Background: an optimization exercise with open tools, aiming at small area and a short achievable clock period. Do not read the settings as production practice. In this exercise RTL edits were held to simulation tests only and were not proved equivalent to the original. Power and IR drop assume default switching activity.

### flow/design.v
package block_transposer_pkg;
    typedef logic [16-1:0] data_t;
    typedef logic [6-1:0] elem_idx_t;
    typedef struct packed {
        logic  valid;
        data_t data;
    } sample_t;
    typedef struct packed {
        logic orient;    
        logic primed;    
    } steer_t;
    typedef enum logic {
        FILL   = 1'b0,
        STREAM = 1'b1
    } ctrl_state_e;
endpackage
`timescale 1ns/1ps
module elem_counter (
    input  logic                            clk,
    input  logic                            rst_n,
    input  logic                            step,
    output logic [8-1:0]          lane_oh,
    output logic                            primed
);
    localparam block_transposer_pkg::elem_idx_t LAST_IDX = {6{1'b1}};
    block_transposer_pkg::elem_idx_t idx_q;
    block_transposer_pkg::elem_idx_t idx_nxt;
    logic                            orient_q;
    logic                            orient_nxt;
    logic                            primed_q;
    logic                            primed_nxt;
    logic [8-1:0]          lane_oh_q;
    logic [3-1:0]            lane_nxt;
    logic                            last;
    assign last = step && (idx_q == LAST_IDX);
    always_comb
    begin
        idx_nxt    = idx_q;
        orient_nxt = orient_q;
        primed_nxt = primed_q;
        if (step)
        begin
            idx_nxt = idx_q + 1'b1;    
        end
        if (last)
        begin
            orient_nxt = ~orient_q;    
            primed_nxt = 1'b1;
        end
        lane_nxt = orient_nxt ? idx_nxt[6-1 -: 3] : idx_nxt[3-1:0];
    end
    always_ff @(posedge clk or negedge rst_n)
    begin
        if (!rst_n)
        begin
            idx_q     <= '0;
            orient_q  <= 1'b0;
            primed_q  <= 1'b0;
            lane_oh_q <= 8'(1);
        end
        else
        begin
            idx_q     <= idx_nxt;
            orient_q  <= orient_nxt;
            primed_q  <= primed_nxt;
            for (int l = 0; l < 8; l++)
            begin
                lane_oh_q[l] <= (lane_nxt == l[3-1:0]);
            end
        end
    end
    assign lane_oh = lane_oh_q;
    assign primed  = primed_q;
endmodule
`timescale 1ns/1ps
module transpose_ctrl (
    input  logic clk,
    input  logic rst_n,
    input  logic step,
    input  logic primed,
    output logic out_valid
);
    logic valid_q;
    always_ff @(posedge clk or negedge rst_n)
    begin
        if (!rst_n)
        begin
            valid_q <= 1'b0;
        end
        else
        begin
            valid_q <= step && primed;
        end
    end
    assign out_valid = valid_q;
endmodule
`timescale 1ns/1ps
module transpose_ram (
    input  logic                        clk,
    input  logic                        step,
    input  block_transposer_pkg::data_t in_data,
    input  logic [8-1:0]      lane_oh,
    output block_transposer_pkg::data_t out_data
);
    localparam int DIM = 8;
    block_transposer_pkg::data_t lane_q [DIM][DIM];    
    block_transposer_pkg::data_t head;
    block_transposer_pkg::data_t rd_data_q;
    always_ff @(posedge clk)
    begin
        for (int l = 0; l < DIM; l++)
        begin
            if (step && lane_oh[l])
            begin
                for (int s = 0; s < DIM-1; s++)
                begin
                    lane_q[l][s] <= lane_q[l][s+1];
                end
                lane_q[l][DIM-1] <= in_data;
            end
        end
    end
    always_comb
    begin
        head = '0;
        for (int l = 0; l < DIM; l++)
        begin
            head = head | (lane_q[l][0] & {16{lane_oh[l]}});
        end
    end
    always_ff @(posedge clk)
    begin
        rd_data_q <= head;
    end
    assign out_data = rd_data_q;
endmodule
`timescale 1ns/1ps
module block_transposer (
    input  logic        clk,
    input  logic        rst_n,
    input  logic        in_valid,
    input  logic [15:0] in_data,
    output logic        out_valid,
    output logic [15:0] out_data
);
    logic [8-1:0] lane_oh;
    logic                   primed;
    elem_counter elem_counter_i (
        .clk     (clk),
        .rst_n   (rst_n),
        .step    (in_valid),
        .lane_oh (lane_oh),
        .primed  (primed)
    );
    transpose_ctrl transpose_ctrl_i (
        .clk       (clk),
        .rst_n     (rst_n),
        .step      (in_valid),
        .primed    (primed),
        .out_valid (out_valid)
    );
    transpose_ram transpose_ram_i (
        .clk      (clk),
        .step     (in_valid),
        .in_data  (in_data),
        .lane_oh  (lane_oh),
        .out_data (out_data)
    );
endmodule
### flow/run.sh
#!/bin/bash
# synth_recipe.tcl (not shown) runs the flow's synth.tcl, then flattens the netlist and writes it again
# the make line also repeats each setting of config.mk as NAME=value (left out here)
make -C /OpenROAD-flow-scripts/flow DESIGN_CONFIG=/design/flow/config.mk WORK_HOME=/design/flow/orfs CLKGATE_MAP_FILE= SYNTH_SCRIPT=/design/flow/synth_recipe.tcl finish
### flow/config.mk
export PLATFORM = sky130hd
export DESIGN_NAME = block_transposer
export DESIGN_NICKNAME = block_transposer
export VERILOG_FILES = /design/flow/design.v
export SDC_FILE = /design/flow/constraint.sdc
export NUM_CORES = 4
export LEC_CHECK = 0
export CAP_MARGIN = 20
export CORE_MARGIN = 2
export CORE_UTILIZATION = 40
export SETUP_SLACK_MARGIN = 1.9
export SLEW_MARGIN = 20
### flow/constraint.sdc
create_clock -name core_clock -period 3.7 [get_ports {clk}]
set_input_delay 0.7400 -clock core_clock [delete_from_list [all_inputs] [get_ports {clk}]]
set_output_delay 0.7400 -clock core_clock [all_outputs]
set_load 0.01 [all_outputs]
==> results.py, run 1 <==
metrics = {
    "timing": {
        "setup_viol": 0,
        "final.min_clock_period_ps": 1879,
        "finalHoldViolCount": 0,
        "fin_crit_sh_pct": 50.78,
        "drv_slew": 0,
        "skew_ps": 59.30,
        "worst_pin_slew_ps": 793.1,
        "fmax_mhz": 532.2,
        "rsz0062_at_grt": "true",
        "whs_ps": 397.0,
        "max_slew_margin_pct": 46.96,
        "tns_ps": 0,
    },
    "logic_synthesis": {
        "netlist.area_leader.share_pct": 94.55,
        "yosys-top-cells-area": "edfxtp_1 (95%), a22oi_1 (1.5%), dfrtp_1 (1.2%)",
        "ys_async_sr_fraction_pct": 1.608,
        "ys_ff_latch": 1057,
        "yosysSeqAreaShare_pct": 96.85,
        "synth_cell_type_count": 31,
        "syn_area_um2": 32520,
        "synth_nets": 1235,
        "synth_edf_count": 1024,
        "synth.avg_cell_area_um2": 26.77,
        "ys_warn_count": 4,
        "synth-main-ff-cell": "edfxtp_1",
        "yosys.area.top_type": "edfxtp_1",
        "synthCells": 1215,
    },
    "setup_path": {
        "crit_arrival_ps": 1140,
        "cp-startpoint": "transpose_ctrl_i.valid_q",
        "cpLargestDelayFamily": "flip-flops",
        "crit_slowest_cell": "dfrtp_1",
        "reg2reg_slack_ps": 1940,
        "r2r_cells": 5,
        "cp-end-kind": "output port",
        "critPathBufInv": 1,
        "cp_max_fo": 1,
        "crit_chain": "buf_2",
        "startpoint_type": "register",
        "crit_end": "out_valid",
        "critPathKind": "reg -> out",
        "r2r-end": "elem_counter_i.lane_oh_q[5]",
        "reg2reg_from": "elem_counter_i.idx_q[3]",
        "worst_ep_required_time_ps": 2960,
        "crit_cells": 1,
        "max_stage_delay_ps": 360,
    },
    "global_routing": {
        "grt_max_degree": 129,
        "grt_usage_pct": 11.69,
        "grt_overflow_total": 0,
        "grt_pass1_wl_mm": 71.58,
        "antenna_found_initial": 5,
        "grt_pass1_vias": 11390,
    },
    "power": {
        "power_density_nw_per_um2": 695.6,
        "p_leak_nw": 12.00,
        "irDropWorstVdd_mv": 0.3880,
    },
    "floorplan": {
        "die_w_um": 289.1,
        "initial_core_util_pct": 40.38,
        "ios": 36,
        "dieHeight_um": 289.1,
        "rows": 104,
        "fp.coreArea_um2": 80550,
        "die_area_um2": 83600,
    },
    "cts": {
        "cts_sinks": 1057,
        "numCtsBuffers": 102,
        "htreeDepth": 3,
        "root_buffer": "clkbuf_16",
        "clk_pin_slew_ps": 50,
        "ctsLongestPathBuffers": 3,
        "clk_latency_ps": 670,
        "cts_tree": "done",
    },
    "drt": {
        "wl_per_cell_um": 19.74,
        "wl_met1_mm": 22.30,
        "met2WireLength_mm": 22.82,
        "drt_first_pass_iters": 6,
        "drt-initial-drc-count": 1295,
        "met3_length_mm": 3.159,
        "routed.top_layer": "met4",
        "via_count": 11828,
        "avgViaCountPerCell": 4.696,
        "wl_mm": 49.72,
        "drc_errors": 0,
        "ant_nets": 0,
    },
    "min_path": {
        "hold_path.class": "reg -> reg",
    },
    "placed_design": {
        "place_congestion": 0.7892,
        "hpwl_mm": 26.46,
        "port-buffer-count": 35,
    },
    "run": {
        "cap_viol_max_count": 0,
    },
    "finish": {
        "layout-drive-gt1-share_pct": 16.67,
        "syn_to_final_growth_pct": 17.01,
        "nNetsFinal": 1393,
    },
    "status": {
        "run_status": "finished clean",
    },
}
-- worst min path at each step --
stage                     slack, ps  cells after the start                       endpoint                     startpoint
after floorplan                 400                      0   transpose_ram_i.lane_q[0][0]   transpose_ram_i.lane_q[1][0]
after global placement          400                      0  transpose_ram_i.lane_q[43][5]  transpose_ram_i.lane_q[44][5]
after detailed placement        400                      0  transpose_ram_i.lane_q[10][8]  transpose_ram_i.lane_q[11][8]
after CTS                       390                      0  transpose_ram_i.lane_q[34][4]  transpose_ram_i.lane_q[35][4]
after global routing            400                      0  transpose_ram_i.lane_q[14][2]  transpose_ram_i.lane_q[15][2]
final                           400                      0   transpose_ram_i.lane_q[0][4]   transpose_ram_i.lane_q[1][4]
-- stage by stage --
step	total power [mW]	instances	cell area, um2	setup slack, ps	utilization [%]
2_1_floorplan	15.73	1215	32580	1503	-
3_3_place_gp	16.57	2310	34450	969.0	42.76
3_5_place_dp	16.66	2310	34450	868.2	42.76
4_1_cts	26.60	2507	37810	1761	46.94
5_1_grt	27.47	2518	38050	1752	47.24
6_report	26.47	2519	38060	1821	47.25
-- logic make-up after synthesis --
logic type / after synthesis / share of synthesized area [%]
AOI/OAI and AO/OA: 73 / 1.666
adders and majority gates: 1 / 0.03847
and+or+nand+nor: 52 / 0.9195
muxes: 4 / 0.1270
buffers and inverters: 23 / 0.2693
DFF: 1057 / 96.85
xor gates and xnor gates: 5 / 0.1346
-- registers in the layout (all words and copies together) (netlist names) --
name,cells
elem_counter_i.orient_q,1
transpose_ctrl_i.valid_q,1
elem_counter_i.primed_q,1
transpose_ram_i.rd_data_q,16
elem_counter_i.lane_oh_q,8
elem_counter_i.idx_q,6
transpose_ram_i.lane_q,1024
-- metal layers --
layer	global-route usage [%]	up-vias
li1	-	5302
met1	17.03	6084
met2	17.11	339
met3	2.654	103
met4	4.884	0
met5	0	-
-- cells in the mapped netlist (all sizes together) (2+ instances only) --
library cell,count
and2,9
a22oi,64
mux2i,3
dfxtp,16
dfrtp,16
or3,2
nand2,6
inv,5
nor3,10
clkbuf,17
o21ai,3
nand4,18
xnor2,4
nand3,3
edfxtp,1024
-- cell usage in the layout, fill, tap and decap left out, types with 2 or more instances in the layout --
master              n
edfxtp_1         1024
clkbuf_16         104
a22oi_1            64
clkbuf_1           29
clkinv_2           19
nand4_1            18
clkdlybuf4s50_1    17
buf_4              16
clkinv_1           14
clkbuf_8           10
buf_6              10
dfrtp_1             9
buf_2               9
buf_12              9
dfxtp_2             9
and2_4              8
dfxtp_1             7
inv_1               5
nand2_1             5
bufinv_16           5
nor3_2              4
nor3_1              4
and2_2              4
dfrtp_2             4
buf_16              4
xnor2_1             3
nand3_1             3
o21ai_0             3
clkinv_8            3
dfrtp_4             3
nor3_4              2
mux2i_4             2
clkinv_16           2
clkinv_4            2
-- power breakdown --
part,switching (mW),total [mW],internal [mW]
sequential,0.435,14.8,14.4
clock,4.19,9.85,5.67
combinational,1.18,1.78,0.598
total,5.80,26.5,20.7
-- layout make-up --
cell class              instances  area [um2]
clock inverters                48       460.4
clock buffers                 141        2799
well taps                    1060        1326
inverters                       5       18.77
fillers                      6348       42490
repair buffers                 68       820.8
flip-flops and latches       1057       31530
diodes                          1       2.502
multi-input cells             139        1100
-- timing repair --
| action | CTS | global route |
|---|---|---|
| setup endpoints to repair | 995 | 442 |
| resized for setup | 99 | 31 |
| cloned | 5 | 2 |
| setup buffers | 3 | 9 |
| pin swaps | 6 | 8 |
| hold buffers | 0 | 0 |
==> inputs of run 2 (changes only) <==
--- a/flow/config.mk
+++ b/flow/config.mk
@@ -7,6 +7,9 @@
 export LEC_CHECK = 0
 export CAP_MARGIN = 20
 export CORE_MARGIN = 2
-export CORE_UTILIZATION = 40
+export CORE_UTILIZATION = 60
+export CTS_BUF_LIST = sky130_fd_sc_hd__clkbuf_16
+export CTS_CLUSTER_DIAMETER = 70
+export CTS_CLUSTER_SIZE = 32
 export SETUP_SLACK_MARGIN = 1.9
 export SLEW_MARGIN = 20
==> results.py, run 2 <==
metrics = {
    "logic_synthesis": {
        "synth_cell_type_count": 31,
        "synth_nets": 1235,
        "synthTopCellsByCount": "edfxtp_1 (1024), a22oi_1 (64), nand4_1 (18)",
        "synthCells": 1215,
        "yosysSeqAreaShare_pct": 96.85,
        "netlist.area_leader.share_pct": 94.55,
        "ys_warn_count": 4,
        "synth-main-ff-cell": "edfxtp_1",
        "yosysMostFrequentCell": "edfxtp_1",
        "synth.avg_cell_area_um2": 26.77,
        "synth_edf_count": 1024,
        "syn_area_um2": 32520,
        "yosys-top-cells-area": "edfxtp_1 (95%), a22oi_1 (1.5%), dfrtp_1 (1.2%)",
        "ys_ff_latch": 1057,
        "yosys.area.top_type": "edfxtp_1",
        "ys_async_sr_fraction_pct": 1.608,
    },
    "floorplan": {
        "die_w_um": 236.8,
        "initial_core_util_pct": 60.55,
        "rows": 85,
        "dieHeight_um": 236.8,
        "die_area_um2": 56080,
        "ios": 36,
        "fp.coreArea_um2": 53710,
    },
    "timing": {
        "setup_slack_ps": 1858,
        "fmax_mhz": 543.0,
        "worst_pin_slew_ps": 746.6,
        "drv_slew": 0,
        "tns_ps": 0,
        "setup_viol": 0,
        "fin_crit_sh_pct": 49.77,
        "rsz0062_at_grt": "true",
        "finalHoldViolCount": 0,
        "max_slew_margin_pct": 50.07,
        "final.min_clock_period_ps": 1842,
        "skew_ps": 26.61,
    },
    "cts": {
        "root_buffer": "clkbuf_16",
        "cts_tree": "done",
        "clk_pin_slew_ps": 110,
        "cts_hold_buffers": 0,
        "htreeDepth": 2,
        "clk_latency_ps": 620,
        "ctsLongestPathBuffers": 3,
        "numCtsBuffers": 44,
        "cts_sinks": 1057,
    },
    "setup_path": {
        "cp-startpoint": "transpose_ctrl_i.valid_q",
        "reg2reg_slack_ps": 1930,
        "crit_chain": "buf_2",
        "max_stage_delay_ps": 370,
        "worst_ep_required_time_ps": 2960,
        "cp_max_fo": 1,
        "r2r-end": "elem_counter_i.lane_oh_q[2]",
        "startpoint_type": "register",
        "crit_arrival_ps": 1100,
        "critPathBufInv": 1,
        "cpLargestDelayFamily": "flip-flops",
        "cp-end-kind": "output port",
        "reg2reg_from": "elem_counter_i.idx_q[1]",
        "r2r_cells": 6,
        "critPathKind": "reg -> out",
        "crit_slowest_cell": "dfrtp_1",
    },
    "global_routing": {
        "grt_overflow_total": 0,
        "grt_pass1_vias": 10717,
        "antenna_found_initial": 5,
        "grt_usage_pct": 15.99,
        "grt_max_degree": 73,
        "grt_pass1_wl_mm": 65.97,
    },
    "finish": {
        "layout-drive-gt1-share_pct": 11.76,
        "multiInputGateArea_um2": 1102,
        "top_register": "transpose_ram_i.lane_q",
        "fin_area_um2": 35670,
        "mostFrequentLayoutCells": "edfxtp_1 (1024), a22oi_1 (64), clkbuf_16 (45)",
        "nNetsFinal": 1325,
        "nFillCells": 3327,
        "syn_to_final_growth_pct": 9.683,
        "regArea_um2": 31530,
        "layout_commonest_cell": "edfxtp_1",
        "finalNonFillerCells": 2031,
        "largest_register_ffs": 1024,
        "num_antenna_cells": 0,
        "reg_top3": "transpose_ram_i.lane_q (1024), transpose_ram_i.rd_data_q (16), elem_counter_i.lane_oh_q (8)",
    },
    "min_path": {
        "holdPathEnd": "transpose_ram_i.lane_q[10][1]",
        "hold_path.class": "reg -> reg",
        "min-delay-start": "transpose_ram_i.lane_q[11][1]",
        "whs_path_depth": 0,
    },
    "placed_design": {
        "place_area_um2": 34040,
        "hpwl_mm": 23.99,
        "dp_cells": 1948,
        "port-buffer-count": 35,
        "place_congestion": 0.7491,
        "post-place-ws_ps": 617.3,
    },
    "status": {
        "run_status": "finished clean",
    },
    "drt": {
        "wl_per_cell_um": 21.72,
        "wl_mm": 44.11,
        "drt_first_pass_iters": 5,
        "avgViaCountPerCell": 5.454,
        "ant_nets": 0,
        "drc_errors": 0,
        "via_count": 11077,
        "drt-initial-drc-count": 1073,
    },
    "power": {
        "irDropWorstVdd_mv": 0.5556,
        "power_density_nw_per_um2": 629.2,
        "p_leak_nw": 11.05,
    },
    "run": {
        "cap_viol_max_count": 0,
    },
}
## run 2: cell counts after synthesis
No cell type changed its count.
## run 2: cell type report
| type | instances | area share, % |
|---|---|---|
| clock buffers | 45 | 3.157 |
| clock inverters | 31 | 0.8769 |
| inverters | 5 | 0.05261 |
| multi-input cells | 137 | 3.090 |
| flip-flops and latches | 1057 | 88.38 |
| well taps | 696 | 2.441 |
| repair buffers | 60 | 2.006 |
## run 2: worst max path at each step
stage                                         endpoint  slack (ps)  depth (start not counted)
final                                        out_valid        1860                          1
after global routing                         out_valid        1810                          1
after CTS                                    out_valid        1810                          1
after detailed placement   elem_counter_i.lane_oh_q[4]         620                          6
after global placement     elem_counter_i.lane_oh_q[4]         720                          6
after floorplan           transpose_ram_i.lane_q[0][0]        1500                          2
## run 2: per-stage QoR
| step | util [%] | hold WS [ps] | power (mW) |
|---|---|---|---|
| 3_5_place_dp | 63.39 | 404.5 | 16.60 |
| 3_3_place_gp | 63.39 | 400.0 | 16.52 |
| 5_1_grt | 66.42 | 411.9 | 23.30 |
| 2_1_floorplan | - | 400.3 | 15.73 |
| 6_report | 66.42 | 407.9 | 22.44 |
| 4_1_cts | 66.12 | 413.9 | 22.51 |
## run 2: power by group
group | switching, mW | internal, mW
sequential | 0.452 | 14.4
clock | 3.44 | 2.49
combinational | 1.09 | 0.591
total | 4.99 | 17.5
## run 2: cell families after synthesis
kind of cell,Yosys count,synth area share (%)
flops,1057,96.85
compound gates,73,1.666
simple gates,52,0.9195
buf+inv,23,0.2693
xor+xnor,5,0.1346
mux,4,0.1270
fa+ha+maj,1,0.03847
## run 2: what timing repair did
| action | CTS | global route |
|---|---|---|
| buffers inserted | 3 | 2 |
| gates cloned | 1 | 1 |
| setup endpoints to repair | 1050 | 127 |
| gates resized for setup | 100 | 28 |
| pin swaps | 0 | 9 |
## run 2: per-layer routing
metal	part of all wire (%)	up-vias	global-route usage, %
met4	2.5	0	4.641
met3	4.7	79	3.229
met2	46	205	23.53
met5	0	-	0
met1	47	5686	25.00
li1	-	5107	-

## what the ideal ports hide
The flow's constraints put no driver on any port. The routed layouts listed below were extracted and timed again, unchanged, in two steps.
Step 1, drivers: a clkbuf_16 drives clk and a buf_2 each remaining input, both assumed.
Step 2 times the ports against the registers' clock, not the clock port: input delays grow and output delays shrink by t, the midpoint of the rising clock arrivals with the driver on.
Three values: ideal, step 1, step 2; two values: the first two.
run	t, ns	slack for setup (ns)	clock arrival spread, ns
run 1	0.700	1.821 / 1.764 / 1.354	0.060 / 0.060
run 2	0.655	1.858 / 1.804 / 1.285	0.030 / 0.029
After both steps every run listed still meets setup and hold. The setup slack of run 2, which loses most, moves by -0.054 ns with the drivers and by -0.573 ns with both steps.
